What follows belongs to an exercise in optimizing a design on an open flow for small area; a production flow would make more cautious choices. Where RTL was checked, it was by simulation tests only, not by an equivalence proof against the original. No activity file was given, so power comes from the tool's default toggle rates.

==> inputs of trial 40 <==
==> flow/design.v (excerpt) <==
module reg_file_bypass #(
  parameter int DATA_W   = 32,
  parameter int ADDR_W   = 5,
  parameter int ZERO_REG = 1,
  parameter int BYPASS   = 1
) (
  input  logic              clk,
  input  logic              reset,
  input  logic              REIn,
  input  logic [ADDR_W-1:0] A1In,
  input  logic [ADDR_W-1:0] A2In,
  input  logic [ADDR_W-1:0] A3In,
  input  logic [DATA_W-1:0] WD3In,
  input  logic              WE3,
  input  logic              PendSetIn,
  input  logic [ADDR_W-1:0] PendAIn,
  output logic [DATA_W-1:0] RD1Out,
  output logic [DATA_W-1:0] RD2Out,
  output logic              Busy1Out,
  output logic              Busy2Out
);
export LEC_CHECK = 0
export CAP_MARGIN = 20
export CORE_MARGIN = 2
export CORE_UTILIZATION = 50
export GPL_TIMING_DRIVEN = 0
export SLEW_MARGIN = 20
export SYNTH_HIERARCHICAL = 1
export SYNTH_MINIMUM_KEEP_SIZE = 0
create_clock -name core_clock -period 4.0 [get_ports {clk}]
standard.sh (not shown) runs the stock make flow with config.mk's settings and CLKGATE_MAP_FILE= SYNTH_SCRIPT=/design/flow/synth_recipe.tcl, a recipe that flattens the netlist after the stock synthesis.
==> flow/flow/run.sh <==
#!/bin/bash
# Own layout flow: the standard ORFS flow (standard.sh, which runs the
# standard synthesis unchanged), with
#  - port buffers from the smallest buffer cell,
#  - a clock tree from clkbuf_8 leaf buffers of up to 12 sinks each, without
#    dummy loads,

# make's full output goes to flow_make.log in the work folder; ORFS's own
# per-step logs stay under orfs/logs.
set -euo pipefail
export BUFFER_PORTS_ARGS="-buffer_cell sky130_fd_sc_hd__buf_1"
export CTS_ARGS="-sink_clustering_enable -repair_clock_nets -dont_use_dummy_load -buf_list {sky130_fd_sc_hd__clkbuf_8} -sink_clustering_size 12 -sink_clustering_max_diameter 60"

bash standard.sh finish > flow_make.log 2>&1
==> build 32: changes against trial 40 <==
--- a/flow/design.v
+++ b/flow/design.v
@@ -114,26 +114,32 @@
   output logic              Busy2Out
 );
   localparam int DEPTH = 2 ** ADDR_W;
   localparam int NG    = 4;                
   localparam int GW    = DATA_W / NG;      
+  localparam int NW    = 2;                
+  localparam int WW    = DATA_W / NW;      
+  localparam int NX    = 1;                
+  localparam int XR    = DEPTH / NX;       
   logic [DATA_W-1:0] mem   [1:DEPTH-1];   
   logic [DATA_W-1:0] mem_d [1:DEPTH-1];
   logic              T;                   
-  logic [DATA_W-1:0] wdx   [NG];          
+  logic [DATA_W-1:0] wdx   [NX];          
   logic [DEPTH-1:1]  vld;                 
   logic [DEPTH-1:1]  d1, d2;              
   logic [DEPTH-1:1]  pend;
   logic [DEPTH-1:1]  wsel;                
-  logic [DEPTH-1:1]  wrow  [NG];          
-  logic [DEPTH-1:1]  nwrow [NG];
+  logic [DEPTH-1:1]  wrow  [NW];          
+  logic [DEPTH-1:1]  nwrow [NW];
   logic [3:0]        wl, nwl;             
   logic [7:0]        wh, nwh;             
   logic [DEPTH-1:1]  pend_nx;
   logic [DEPTH-1:1]  s1 [NG];             
   logic [DEPTH-1:1]  s2 [NG];
-  logic [3:0]        npl1, npl2;          
+  logic [3:0]        npl1 [NG];           
+  logic [3:0]        npl2 [NG];           
+  logic [1:0]        a1t, a1c, a2t, a2c;  
   logic [7:0]        ph1, ph2;            
   logic              hit1, hit2;
   logic              nhit1, nhit2, nre, z1, z2;
   logic [NG-1:0]     byp1, byp2, hold;
   logic [NG-1:0]     hit1g, hit2g;        
@@ -154,16 +160,18 @@
       nwh[k] = !wh[k];
     end
     for (int i = 1; i < DEPTH; i++)
       wsel[i] = WE3 && (A3In == ADDR_W'(i));
   end
+  assign a1t = A1In[1:0];
+  assign a1c = ~A1In[1:0];
+  assign a2t = A2In[1:0];
+  assign a2c = ~A2In[1:0];
   always_comb begin
     hit1 = WE3 && (A3In == A1In);
     hit2 = WE3 && (A3In == A2In);
     for (int j = 0; j < 4; j++) begin
-      npl1[j] = !(REIn && A1In[1:0] == 2'(j));
-      npl2[j] = !(REIn && A2In[1:0] == 2'(j));
     end
     for (int k = 0; k < 8; k++) begin
       ph1[k] = A1In[4:2] == 3'(k);
       ph2[k] = A2In[4:2] == 3'(k);
     end
@@ -175,16 +183,26 @@
   end
   for (genvar i = 1; i < DEPTH; i++) begin : g_rrow
     rf_nand2 u_d1 (.a(ph1[i / 4]), .b(vld[i]), .y(d1[i]));
     rf_nand2 u_d2 (.a(ph2[i / 4]), .b(vld[i]), .y(d2[i]));
   end
-  for (genvar g = 0; g < NG; g++) begin : g_grp
+  for (genvar g = 0; g < NW; g++) begin : g_wgrp
     for (genvar i = 1; i < DEPTH; i++) begin : g_row
       rf_nor2  u_we  (.a(nwl[i % 4]), .b(nwh[i / 4]), .y(wrow[g][i]));
       rf_nand2 u_nwe (.a(wl[i % 4]),  .b(wh[i / 4]),  .y(nwrow[g][i]));
-      rf_nor2  u_s1  (.a(npl1[i % 4]), .b(d1[i]), .y(s1[g][i]));
-      rf_nor2  u_s2  (.a(npl2[i % 4]), .b(d2[i]), .y(s2[g][i]));
+    end
+  end
+  for (genvar g = 0; g < NG; g++) begin : g_grp
+    for (genvar i = 1; i < DEPTH; i++) begin : g_row
+      rf_nor2  u_s1  (.a(npl1[g][i % 4]), .b(d1[i]), .y(s1[g][i]));
+      rf_nor2  u_s2  (.a(npl2[g][i % 4]), .b(d2[i]), .y(s2[g][i]));
+    end
+    for (genvar j = 0; j < 4; j++) begin : g_pl
+      rf_nand3 u_p1 (.a(REIn), .b(j[1] ? a1t[1] : a1c[1]), .c(j[0] ? a1t[0] : a1c[0]),
+                     .y(npl1[g][j]));
+      rf_nand3 u_p2 (.a(REIn), .b(j[1] ? a2t[1] : a2c[1]), .c(j[0] ? a2t[0] : a2c[0]),
+                     .y(npl2[g][j]));
     end
     rf_inv  u_h1 (.a(nhit1), .y(hit1g[g]));
     rf_inv  u_h2 (.a(nhit2), .y(hit2g[g]));
     rf_nor3 u_b1 (.a(nre), .b(nhit1), .c(z1), .y(byp1[g]));
     rf_nor3 u_b2 (.a(nre), .b(nhit2), .c(z2), .y(byp2[g]));
@@ -206,19 +224,19 @@
     tr1_nx = REIn ? (T & (any1 | (hit1 && !z1))) : tr1;
     tr2_nx = REIn ? (T & (any2 | (hit2 && !z2))) : tr2;
     b1_nx  = REIn ? ((PendSetIn && PendAIn == A1In && !z1) || (pa1 && !hit1)) : Busy1Out;
     b2_nx  = REIn ? ((PendSetIn && PendAIn == A2In && !z2) || (pa2 && !hit2)) : Busy2Out;
   end
-  for (genvar r = 0; r < NG; r++) begin : g_wdx
+  for (genvar r = 0; r < NX; r++) begin : g_wdx
     for (genvar b = 0; b < DATA_W; b++) begin : g_bit
       rf_xor2 u_x (.a(WD3In[b]), .b(T), .x(wdx[r][b]));
     end
   end
   for (genvar i = 1; i < DEPTH; i++) begin : g_row
     for (genvar b = 0; b < DATA_W; b++) begin : g_bit
-      rf_oai22 u_w (.a1(nwrow[b / GW][i]), .a2(wdx[i / 8][b]),
-                    .b1(wrow[b / GW][i]),  .b2(mem[i][b]), .y(mem_d[i][b]));
+      rf_oai22 u_w (.a1(nwrow[b / WW][i]), .a2(wdx[i / XR][b]),
+                    .b1(wrow[b / WW][i]),  .b2(mem[i][b]), .y(mem_d[i][b]));
     end
   end
   for (genvar b = 0; b < DATA_W; b++) begin : g_rd
     logic [30:0] t1s, t1d, t2s, t2d;
     for (genvar i = 1; i < DEPTH; i++) begin : g_t
==> flow/flow/run.sh (replaced) <==
#!/bin/bash
# Own layout flow: the standard ORFS flow (standard.sh, which runs the
# standard synthesis unchanged), with
#  - port buffers from the smallest buffer cell,
#  - a clock tree from clkbuf_8 leaf buffers of up to 14 sinks each, without
#    dummy loads,

# make's full output goes to flow_make.log in the work folder; ORFS's own
# per-step logs stay under orfs/logs.
set -euo pipefail
export BUFFER_PORTS_ARGS="-buffer_cell sky130_fd_sc_hd__buf_1"
export CTS_ARGS="-sink_clustering_enable -repair_clock_nets -dont_use_dummy_load -buf_list {sky130_fd_sc_hd__clkbuf_8} -sink_clustering_size 14 -sink_clustering_max_diameter 80"

bash standard.sh finish > flow_make.log 2>&1
--- a/flow/config.mk
+++ b/flow/config.mk
@@ -7,8 +7,9 @@
 export LEC_CHECK = 0
 export CAP_MARGIN = 20
 export CORE_MARGIN = 2
 export CORE_UTILIZATION = 50
 export GPL_TIMING_DRIVEN = 0
+export SETUP_SLACK_MARGIN = 0.5
 export SLEW_MARGIN = 20
 export SYNTH_HIERARCHICAL = 1
 export SYNTH_MINIMUM_KEEP_SIZE = 0
==> trial 46: changes against trial 40 <==
--- a/flow/design.v
+++ b/flow/design.v
@@ -114,26 +114,32 @@
   output logic              Busy2Out
 );
   localparam int DEPTH = 2 ** ADDR_W;
   localparam int NG    = 4;                
   localparam int GW    = DATA_W / NG;      
+  localparam int NW    = 2;                
+  localparam int WW    = DATA_W / NW;      
+  localparam int NX    = 2;                
+  localparam int XR    = DEPTH / NX;       
   logic [DATA_W-1:0] mem   [1:DEPTH-1];   
   logic [DATA_W-1:0] mem_d [1:DEPTH-1];
   logic              T;                   
-  logic [DATA_W-1:0] wdx   [NG];          
+  logic [DATA_W-1:0] wdx   [NX];          
   logic [DEPTH-1:1]  vld;                 
   logic [DEPTH-1:1]  d1, d2;              
   logic [DEPTH-1:1]  pend;
   logic [DEPTH-1:1]  wsel;                
-  logic [DEPTH-1:1]  wrow  [NG];          
-  logic [DEPTH-1:1]  nwrow [NG];
+  logic [DEPTH-1:1]  wrow  [NW];          
+  logic [DEPTH-1:1]  nwrow [NW];
   logic [3:0]        wl, nwl;             
   logic [7:0]        wh, nwh;             
   logic [DEPTH-1:1]  pend_nx;
   logic [DEPTH-1:1]  s1 [NG];             
   logic [DEPTH-1:1]  s2 [NG];
-  logic [3:0]        npl1, npl2;          
+  logic [3:0]        npl1 [NG];           
+  logic [3:0]        npl2 [NG];           
+  logic [1:0]        a1t, a1c, a2t, a2c;  
   logic [7:0]        ph1, ph2;            
   logic              hit1, hit2;
   logic              nhit1, nhit2, nre, z1, z2;
   logic [NG-1:0]     byp1, byp2, hold;
   logic [NG-1:0]     hit1g, hit2g;        
@@ -154,16 +160,18 @@
       nwh[k] = !wh[k];
     end
     for (int i = 1; i < DEPTH; i++)
       wsel[i] = WE3 && (A3In == ADDR_W'(i));
   end
+  assign a1t = A1In[1:0];
+  assign a1c = ~A1In[1:0];
+  assign a2t = A2In[1:0];
+  assign a2c = ~A2In[1:0];
   always_comb begin
     hit1 = WE3 && (A3In == A1In);
     hit2 = WE3 && (A3In == A2In);
     for (int j = 0; j < 4; j++) begin
-      npl1[j] = !(REIn && A1In[1:0] == 2'(j));
-      npl2[j] = !(REIn && A2In[1:0] == 2'(j));
     end
     for (int k = 0; k < 8; k++) begin
       ph1[k] = A1In[4:2] == 3'(k);
       ph2[k] = A2In[4:2] == 3'(k);
     end
@@ -175,16 +183,26 @@
   end
   for (genvar i = 1; i < DEPTH; i++) begin : g_rrow
     rf_nand2 u_d1 (.a(ph1[i / 4]), .b(vld[i]), .y(d1[i]));
     rf_nand2 u_d2 (.a(ph2[i / 4]), .b(vld[i]), .y(d2[i]));
   end
-  for (genvar g = 0; g < NG; g++) begin : g_grp
+  for (genvar g = 0; g < NW; g++) begin : g_wgrp
     for (genvar i = 1; i < DEPTH; i++) begin : g_row
       rf_nor2  u_we  (.a(nwl[i % 4]), .b(nwh[i / 4]), .y(wrow[g][i]));
       rf_nand2 u_nwe (.a(wl[i % 4]),  .b(wh[i / 4]),  .y(nwrow[g][i]));
-      rf_nor2  u_s1  (.a(npl1[i % 4]), .b(d1[i]), .y(s1[g][i]));
-      rf_nor2  u_s2  (.a(npl2[i % 4]), .b(d2[i]), .y(s2[g][i]));
+    end
+  end
+  for (genvar g = 0; g < NG; g++) begin : g_grp
+    for (genvar i = 1; i < DEPTH; i++) begin : g_row
+      rf_nor2  u_s1  (.a(npl1[g][i % 4]), .b(d1[i]), .y(s1[g][i]));
+      rf_nor2  u_s2  (.a(npl2[g][i % 4]), .b(d2[i]), .y(s2[g][i]));
+    end
+    for (genvar j = 0; j < 4; j++) begin : g_pl
+      rf_nand3 u_p1 (.a(REIn), .b(j[1] ? a1t[1] : a1c[1]), .c(j[0] ? a1t[0] : a1c[0]),
+                     .y(npl1[g][j]));
+      rf_nand3 u_p2 (.a(REIn), .b(j[1] ? a2t[1] : a2c[1]), .c(j[0] ? a2t[0] : a2c[0]),
+                     .y(npl2[g][j]));
     end
     rf_inv  u_h1 (.a(nhit1), .y(hit1g[g]));
     rf_inv  u_h2 (.a(nhit2), .y(hit2g[g]));
     rf_nor3 u_b1 (.a(nre), .b(nhit1), .c(z1), .y(byp1[g]));
     rf_nor3 u_b2 (.a(nre), .b(nhit2), .c(z2), .y(byp2[g]));
@@ -206,19 +224,19 @@
     tr1_nx = REIn ? (T & (any1 | (hit1 && !z1))) : tr1;
     tr2_nx = REIn ? (T & (any2 | (hit2 && !z2))) : tr2;
     b1_nx  = REIn ? ((PendSetIn && PendAIn == A1In && !z1) || (pa1 && !hit1)) : Busy1Out;
     b2_nx  = REIn ? ((PendSetIn && PendAIn == A2In && !z2) || (pa2 && !hit2)) : Busy2Out;
   end
-  for (genvar r = 0; r < NG; r++) begin : g_wdx
+  for (genvar r = 0; r < NX; r++) begin : g_wdx
     for (genvar b = 0; b < DATA_W; b++) begin : g_bit
       rf_xor2 u_x (.a(WD3In[b]), .b(T), .x(wdx[r][b]));
     end
   end
   for (genvar i = 1; i < DEPTH; i++) begin : g_row
     for (genvar b = 0; b < DATA_W; b++) begin : g_bit
-      rf_oai22 u_w (.a1(nwrow[b / GW][i]), .a2(wdx[i / 8][b]),
-                    .b1(wrow[b / GW][i]),  .b2(mem[i][b]), .y(mem_d[i][b]));
+      rf_oai22 u_w (.a1(nwrow[b / WW][i]), .a2(wdx[i / XR][b]),
+                    .b1(wrow[b / WW][i]),  .b2(mem[i][b]), .y(mem_d[i][b]));
     end
   end
   for (genvar b = 0; b < DATA_W; b++) begin : g_rd
     logic [30:0] t1s, t1d, t2s, t2d;
     for (genvar i = 1; i < DEPTH; i++) begin : g_t
--- a/flow/config.mk
+++ b/flow/config.mk
@@ -7,8 +7,9 @@
 export LEC_CHECK = 0
 export CAP_MARGIN = 20
 export CORE_MARGIN = 2
 export CORE_UTILIZATION = 50
 export GPL_TIMING_DRIVEN = 0
+export SETUP_SLACK_MARGIN = 0.5
 export SLEW_MARGIN = 20
 export SYNTH_HIERARCHICAL = 1
 export SYNTH_MINIMUM_KEEP_SIZE = 0
==> summary of the runs <==
- Build 32 produced a clean layout. Trial 40 ran to the end with violations: negative setup slack. Trial 46 completed without violations.
- The highest worst setup slack belongs to build 32, the lowest to trial 40.
- Register-to-register slack, highest first: build 32, trial 46, trial 40.
- In trial 46 the clock skew is higher than in trial 40, by 0.038 ns.
- First-iteration DRC count, highest first: build 32, trial 40, trial 46.
- In build 32 the clock power is lower than in trial 40, by 8.8%.
- The lowest die area belongs to build 32, the highest to trial 40.
- The highest sequential share of layout area belongs to trial 40, the lowest to build 32.
- Non-clock buffer count, highest first: trial 46, build 32, trial 40.
- Core utilization: build 32 > trial 46 > trial 40.
==> figures <==
| quantity | build 32 | trial 46 | trial 40 |
|---|---|---|---|
| Result of the run | finished clean | finished clean | complete, but fails checks |
| Layout check failures | - | - | negative setup slack |
| Arrival @ worst endpoint | 4.36 ns | 4.43 ns | 4.92 ns |
| Post-layout util | 0.574 | 0.570 | 0.553 |
| Total global routing track utilization | 0.469 | 0.467 | 0.461 |
| Peak VDD IR | 0.356 mV | 0.383 mV | 0.327 mV |
| X dimension of the die | 301 um | 302 um | 305 um |
| Data required time of the worst path | 4.71 ns | 4.74 ns | 4.68 ns |
| Share of cells above drive strength 1 | 0.134 | 0.119 | 0.0553 |
| Reg2reg start | vld[19]$_DFF_PP0_ | vld[5]$_DFF_PP0_ | vld[28]$_DFF_PP0_ |
| Power density over the cells | 521 nW/um2 | 531 nW/um2 | 540 nW/um2 |
| Worst hold path endpoint | mem[2][1]$_DFF_P_ | - | pend[12]$_DFF_PP0_ |
| Filler cell count in the final layout | 7,761 | 7,808 | 8,222 |
| Seq. cell area | 23,100 um2 | 23,100 um2 | 23,100 um2 |
| Met3 capacity usage during global routing | 0.212 | 0.157 | 0.189 |
| Synthesized Nets | 4,239 | 4,271 | 4,409 |
| Inverters | 43 | 43 | 40 |
| CP Depth | 11 | 8 | 8 |
| Min Clock Period, post-route | 3.65 ns | 3.69 ns | 4.24 ns |
| Actual transition at the worst max-transition pin | 1.11 ns | 1.07 ns | 1.27 ns |
| Design Power | 0.0263 W | 0.0267 W | 0.0269 W |
No functional check of the RTL was part of trial 40.

[afterwards: timing with drivers on the ports]
In the flow no input, the clock included, has a driving cell. The finished layouts below were timed again as built, in two steps.
Step 1 (the two cells are an assumption about what drives the block):
set clk [get_ports {clk}]
set_driving_cell -lib_cell sky130_fd_sc_hd__clkbuf_16 $clk
set_driving_cell -lib_cell sky130_fd_sc_hd__buf_2 [delete_from_list [all_inputs] $clk]
Step 2 also shifts input and output timing later by t, the mid clock arrival at the registers, as if the neighbouring blocks saw the same clock.
Slacks: no drivers / after step 1 / after step 2; pairs: no drivers / after step 1.
run | shift t [ns] | setup slack, ns | cell pins on the clock port's net
trial 40 | 0.865 | -0.244 / -0.196 / -1.060 | 1
build 32 | 0.850 | 0.351 / 0.392 / -0.458 | 1
trial 46 | 0.856 | 0.311 / 0.369 / -0.487 | 1
Met with ideal ports but missed after step 2: setup timing in build 32 and trial 46. For trial 40, which loses most, drivers alone change the setup slack by +0.048 ns; drivers and shift together by -0.816 ns.
